This design comes from an exercise in tuning for small area, a short achievable clock period and few clock cycles on the open sky130 flow, not from production work.
The RTL was checked by simulation tests, not by an equivalence proof against the original design.
Power is estimated from default activity; no workload was simulated.

==> inputs of run a <==
Design indel_edit_distance_traceback, start of the top module:
module indel_edit_distance_traceback #(
  parameter int MAX_LEN = edt_pkg::MAX_LEN_DEF
) (
  input  logic         clk,
  input  logic         rst,
  input  logic         cfg_we,
  input  logic         cfg_index,
  input  logic [4:0]   cfg_data,
  input  logic         load_valid,
  output logic         load_ready,
  input  logic [3:0]   load_position,
  input  logic [7:0]   load_base_symbol,
  input  logic [7:0]   load_target_symbol,
  input  logic         load_last_load,
  output logic         result_valid,
  input  logic         result_ready,
  output logic [1:0]   result_op_kind,
  output logic [7:0]   result_op_symbol,
  output logic signed [4:0] result_base_index,
  output logic [5:0]   result_distance,
  output logic         result_last_op
);
clock: 7.0 ns
lec_check: 0
cap_margin: 20
core_margin: 2
core_utilization: 40
setup_slack_margin: 4.4
slew_margin: 20
run.sh (not shown) runs the stock make flow with config.mk's settings and CLKGATE_MAP_FILE= SYNTH_SCRIPT=/design/flow/synth_recipe.tcl, a recipe that flattens the netlist after the stock synthesis.
==> run b (differences from run a) <==
--- a/flow/design.v
+++ b/flow/design.v
@@ -193,13 +193,17 @@
       if (f_start) f_par <= ~f_par;
       if (start) ps_v <= 1'b1;
       else if (f_start) ps_v <= 1'b0;
       wb_v <= wb_v_n;
       f_wv <= f_step;
-      for (int i = 0; i < 16; i++) begin
-        f_uv[i] <= f_start ? (5'(i) < ps_t)
-                           : (f_busy && (5'(i) < f_t) && (5'(i) >= f_r));
+      if (f_start) begin
+        for (int i = 1; i < 16; i++) f_uv[i] <= (5'(i) < ps_t);
+        f_uv[0] <= 1'b0;
+      end else if (a_load) begin
+        f_uv <= f_uv & ~f_rp;
+      end else if (!f_busy) begin
+        f_uv <= '0;
       end
     end
   end
   always_ff @(posedge clk) begin
     if (rst) begin
Settings changed: CORE_UTILIZATION 40 to 60, CTS_CLUSTER_DIAMETER set to 80, CTS_CLUSTER_SIZE set to 30, PLACE_DENSITY set to 0.7, SETUP_SLACK_MARGIN 4.4 to 4.3.
==> run c (differences from run a) <==
--- a/flow/design.v
+++ b/flow/design.v
@@ -83,16 +83,15 @@
   logic             ps_v;            
   logic [4:0]       ps_b, ps_t;
   logic             wb_v;            
   logic [3:0]       wb_p;
   logic [7:0]       wb_t;
-  logic             f_busy, f_av, f_mv, f_wv, f_par, f_e11, f_more, f_lr, f_rok, f_incq, f_fv;
+  logic             f_busy, f_mv, f_wv, f_par, f_e11, f_more, f_lr, f_rok, f_incq, f_fv;
   logic [4:0]       f_b, f_t, f_r;
-  logic [3:0]       f_ws;
-  logic [15:0]      f_rp;            
+  logic [3:0]       f_rp, f_ws;
   logic [15:0]      f_v, f_mq, f_uv;
-  logic [7:0]       f_ya, f_sq, f_ls, f_bl;
+  logic [7:0]       f_sq, f_ls, f_bl;
   logic [5:0]       f_d;
   logic [15:0][7:0] f_base;
   logic [15:0][15:0] ring_v;
   logic [15:0][7:0]  ring_t;
   logic             t_act, t_par, t_e11;
@@ -107,11 +106,11 @@
   logic        load_fire, start, ld_tw, ld_unsafe, wb_unsafe, wb_drain, wb_v_n;
   logic [15:0] ld_dec, wb_dec, tw_en;
   assign load_ready = ready_q;
   assign load_fire  = load_valid && ready_q;
   assign start      = load_fire && load_last_load;
-  assign ld_tw      = {1'b0, load_position} < target_length;    
+  assign ld_tw      = {1'b0, load_position} < tlen_eff;
   always_comb begin
     for (int i = 0; i < 16; i++) begin
       ld_dec[i] = (load_position == 4'(i));
       wb_dec[i] = (wb_p == 4'(i));
     end
@@ -126,11 +125,11 @@
                       : (load_fire && ld_tw && ld_dec[i] && !f_uv[i]);
     end
   end
   always_ff @(posedge clk) begin
     for (int i = 0; i < 16; i++) begin
-      if (load_fire && ({1'b0, load_position} < base_length) && ld_dec[i]) begin
+      if (load_fire && ({1'b0, load_position} < blen_eff) && ld_dec[i]) begin
         bstore[i] <= load_base_symbol;
       end
       if (tw_en[i]) begin
         tstore[i] <= wb_v ? wb_t : load_target_symbol;
       end
@@ -142,57 +141,51 @@
     if (start) begin
       ps_b <= blen_eff;
       ps_t <= tlen_eff;
     end
   end
-  logic [15:0] f_m, f_vn, f_bdec;
-  logic [7:0]  f_sym, f_blc;
-  logic        f_inc, f_step, f_done, a_load, m_load;
+  logic [15:0] f_m, f_vn, ps_dec;
+  logic [7:0]  f_sym, ps_bl;
+  logic        f_inc, f_step, f_done, m_load;
   logic [3:0]  f_slot;
   logic [5:0]  f_dn;
   logic [5:0]  f_rt;
   assign f_rt = 6'(f_r) + 6'(t_x);
+  assign f_sym = tstore[f_rp];
   always_comb begin
-    f_sym = '0;
-    for (int i = 0; i < 16; i++) f_sym = f_sym | (tstore[i] & {8{f_rp[i]}});
-  end
-  always_comb begin
-    for (int i = 0; i < 16; i++) f_m[i] = (5'(i) < f_b) && (f_base[i] == f_ya);
+    for (int i = 0; i < 16; i++) f_m[i] = (5'(i) < f_b) && (f_base[i] == f_sym);
   end
   edt_cell #(.MAX_LEN(16)) u_row (
     .v_in   (f_v),
     .m      (f_mq),
     .v_out  (f_vn),
     .lcs_inc(f_inc)
   );
   assign f_dn    = f_incq ? (f_d - 6'd1) : (f_d + 6'd1);    
   assign f_step  = f_busy && f_mv && f_more && f_rok;
-  assign f_done  = f_busy && f_mv && (!f_more || (f_step && f_lr));
-  assign m_load  = f_busy && f_av && (!f_mv || f_step);
-  assign a_load  = f_busy && (!f_av || m_load);
+  assign f_done  = f_busy && (!f_more || (f_step && f_lr));
+  assign m_load  = f_busy && (!f_mv || f_step);
   assign f_slot  = f_r[3:0] ^ {4{f_par}};
   assign xfer    = f_done && tr_free;
   assign f_start = ps_v && (!f_busy || xfer);
   always_comb begin
-    f_blc = '0;
+    ps_bl = '0;
     for (int i = 0; i < 16; i++) begin
-      f_bdec[i] = ((f_b[3:0] - 4'd1) == 4'(i));
-      f_blc     = f_blc | (f_base[i] & {8{f_bdec[i]}});
+      ps_dec[i] = ((ps_b[3:0] - 4'd1) == 4'(i));
+      ps_bl     = ps_bl | (bstore[i] & {8{ps_dec[i]}});
     end
   end
   always_ff @(posedge clk) begin
     if (rst) begin
       f_busy <= 1'b0;
-      f_par  <= 1'b0;
       ps_v   <= 1'b0;
       wb_v   <= 1'b0;
       f_wv   <= 1'b0;
       f_uv   <= '0;
     end else begin
       if (f_start) f_busy <= 1'b1;
       else if (xfer) f_busy <= 1'b0;
-      if (f_start) f_par <= ~f_par;
       if (start) ps_v <= 1'b1;
       else if (f_start) ps_v <= 1'b0;
       wb_v <= wb_v_n;
       f_wv <= f_step;
       for (int i = 0; i < 16; i++) begin
@@ -211,31 +204,26 @@
   always_ff @(posedge clk) begin
     if (f_start) begin
       f_b    <= ps_b;
       f_t    <= ps_t;
       f_r    <= '0;
-      f_rp   <= 16'd2;
-      f_ya   <= (wb_v && wb_dec[0]) ? wb_t : tstore[0];
-      f_av   <= 1'b1;
+      f_rp   <= '0;
       f_mv   <= 1'b0;
       f_v    <= '1;
       f_d    <= 6'(ps_b);
       f_more <= (ps_t != '0);
       f_lr   <= (ps_t == 5'd1);
+      f_par  <= ~f_par;
       f_base <= bstore;
+      f_bl   <= ps_bl;
     end else begin
-      if (a_load) begin
-        f_ya <= f_sym;
-        f_rp <= {f_rp[14:0], f_rp[15]};
-        f_av <= 1'b1;
-      end
       if (m_load) begin
         f_mq <= f_m;
-        f_sq <= f_ya;
+        f_sq <= f_sym;
+        f_rp <= f_rp + 4'd1;
         f_mv <= 1'b1;
       end
-      if (!f_mv) f_bl <= f_blc;
       if (f_step) begin
         f_r    <= f_r + 5'd1;
         f_v    <= f_vn;
         f_ls   <= f_sq;
         f_more <= !f_lr;
@@ -263,19 +251,19 @@
   logic [7:0]  t_n, b_n, sym;
   logic        t_hb, eq, xz, yz, x1, y1, dy, t_last;
   logic [1:0]  kind;
   logic [5:0]  t_dc;
   assign t_dc = t_fv ? (t_fi ? (t_dist - 6'd1) : (t_dist + 6'd1)) : t_dist;
-  assign soh_n = t_par ? {t_soh[14:0], t_soh[15]} : {t_soh[0], t_soh[15:1]};    
+  assign soh_n = t_par ? {t_soh[14:0], t_soh[15]} : {t_soh[0], t_soh[15:1]};
   assign yoh_n = {1'b0, t_yoh[15:1]};
   always_comb begin
     r_n = '0;
     t_n = '0;
     b_n = '0;
     for (int i = 0; i < 16; i++) begin
-      r_n = r_n | (ring_v[i] & {16{t_soh[i]}});
-      t_n = t_n | (ring_t[i] & {8{t_soh[i]}});
+      r_n = r_n | (ring_v[i] & {16{soh_n[i]}});
+      t_n = t_n | (ring_t[i] & {8{soh_n[i]}});
       b_n = b_n | (t_base[i] & {8{yoh_n[i]}});
     end
   end
   assign t_hb = |(t_r0 & t_yoh);
   assign eq   = (t_t0 == t_b0);
@@ -328,11 +316,11 @@
       t_r0   <= f_step ? f_vn : f_v;
       t_t0   <= f_step ? f_sq : f_ls;
       t_b0   <= f_bl;
       t_e11  <= (f_r == '0) ? f_mq[0] : f_e11;
       for (int i = 0; i < 16; i++) begin
-        t_soh[i] <= (((f_t[3:0] - 4'd2) ^ {4{f_par}}) == 4'(i));
+        t_soh[i] <= (((f_t[3:0] - 4'd1) ^ {4{f_par}}) == 4'(i));
         t_yoh[i] <= ((f_b[3:0] - 4'd1) == 4'(i));
       end
     end else begin
       t_dist <= t_dc;
       t_fv   <= 1'b0;
Settings changed: SETUP_SLACK_MARGIN 4.4 to 3.6.
==> comparison table <==
Outcome: run c timing/DRC/antenna clean; run b timing/DRC/antenna clean; run a timing/DRC/antenna clean
Synth Area in XOR/XNOR: run c 3.32%; run b 3.21%; run a 3.24%
Data required time of the critical path: run c 7.42 ns; run b 7.57 ns; run a 7.41 ns
Mapped Nets: run c 3083; run b 3199; run a 3178
Sequential cell count: run c 1142; run b 1162; run a 1162
Number of placed instances, taps included: run c 4471; run b 4051; run a 4530
Count of distinct cell types in the synthesized netlist: run c 87; run b 89; run a 82
Worst setup startpoint: run c load_position[3]; run b t_yoh[6]; run a result_ready
Inverters excl. clock: run c 63; run b 58; run a 55
Clock power share: run c 33.6%; run b 22.9%; run a 34.2%
Sequential share of cell area: run c 61.5%; run b 65.0%; run a 59.9%
Floorplan die width: run c 343 um; run b 282 um; run a 343 um
P_leak: run c 17.4 nW; run b 16.3 nW; run a 18.0 nW
Fmax: run c 301 MHz; run b 358 MHz; run a 345 MHz
Combinational share of power: run c 19.7%; run b 20.7%; run a 17.8%
Final period utilization: run c 47.5%; run b 39.9%; run a 41.4%
Number of multi-input combinational cells: run c 1641; run b 1708; run a 1697
Resize count post-CTS: run c 56; run b 150; run a 245
Clock-pin slew reported for the worst setup and hold paths after clock tree synthesis: run c 0.06 ns; run b 0.11 ns; run a 0.06 ns
Detailed-route wire length on metal 1: run c 54900 um; run b 50900 um; run a 60300 um
Number of antenna violations at the first check in global routing: run c 1; run b 3; run a 11
Area fraction of clock buffers and clock inverters: run c 7.33%; run b 3.18%; run a 6.88%
Maximum number of pins on one net before global-route repair: run c 77; run b 80; run a 92
PnR worst setup slack: run c 3.67 ns; run b 4.21 ns; run a 4.10 ns
Testbench counts of run a, summed over its fixed seeds: cycles 24,124.
Testbench counts of run b, summed over its fixed seeds: cycles 23,307.
Testbench counts of run c, summed over its fixed seeds: cycles 24,124.

==> afterwards: timing with drivers on the ports <==
In the flow no input, the clock included, has a driving cell. The finished layouts below were timed again as built, in two steps. Step 1 sets driving cells, clkbuf_16 on the clock port and buf_2 on the other inputs (assumed; they add their load-dependent delay and slew). Step 2 times the ports against the registers' clock, not the clock port: input delays grow and output delays shrink by t, the midpoint of the rising clock arrivals with the driver on. Slacks: no drivers / after step 1 / after step 2; pairs: no drivers / after step 1.
run | t, ns | slack for setup (ns) | latest minus earliest clock arrival (ns)
run a | 0.774 | 4.103 / 4.058 / 3.333 | 0.034 / 0.034
run b | 0.722 | 4.210 / 4.210 / 3.562 | 0.037 / 0.037
run c | 0.766 | 3.673 / 3.627 / 2.951 | 0.075 / 0.075
After both steps every run listed still meets setup and hold. For run a, which loses most, drivers alone change the setup slack by -0.045 ns; drivers and shift together by -0.770 ns.
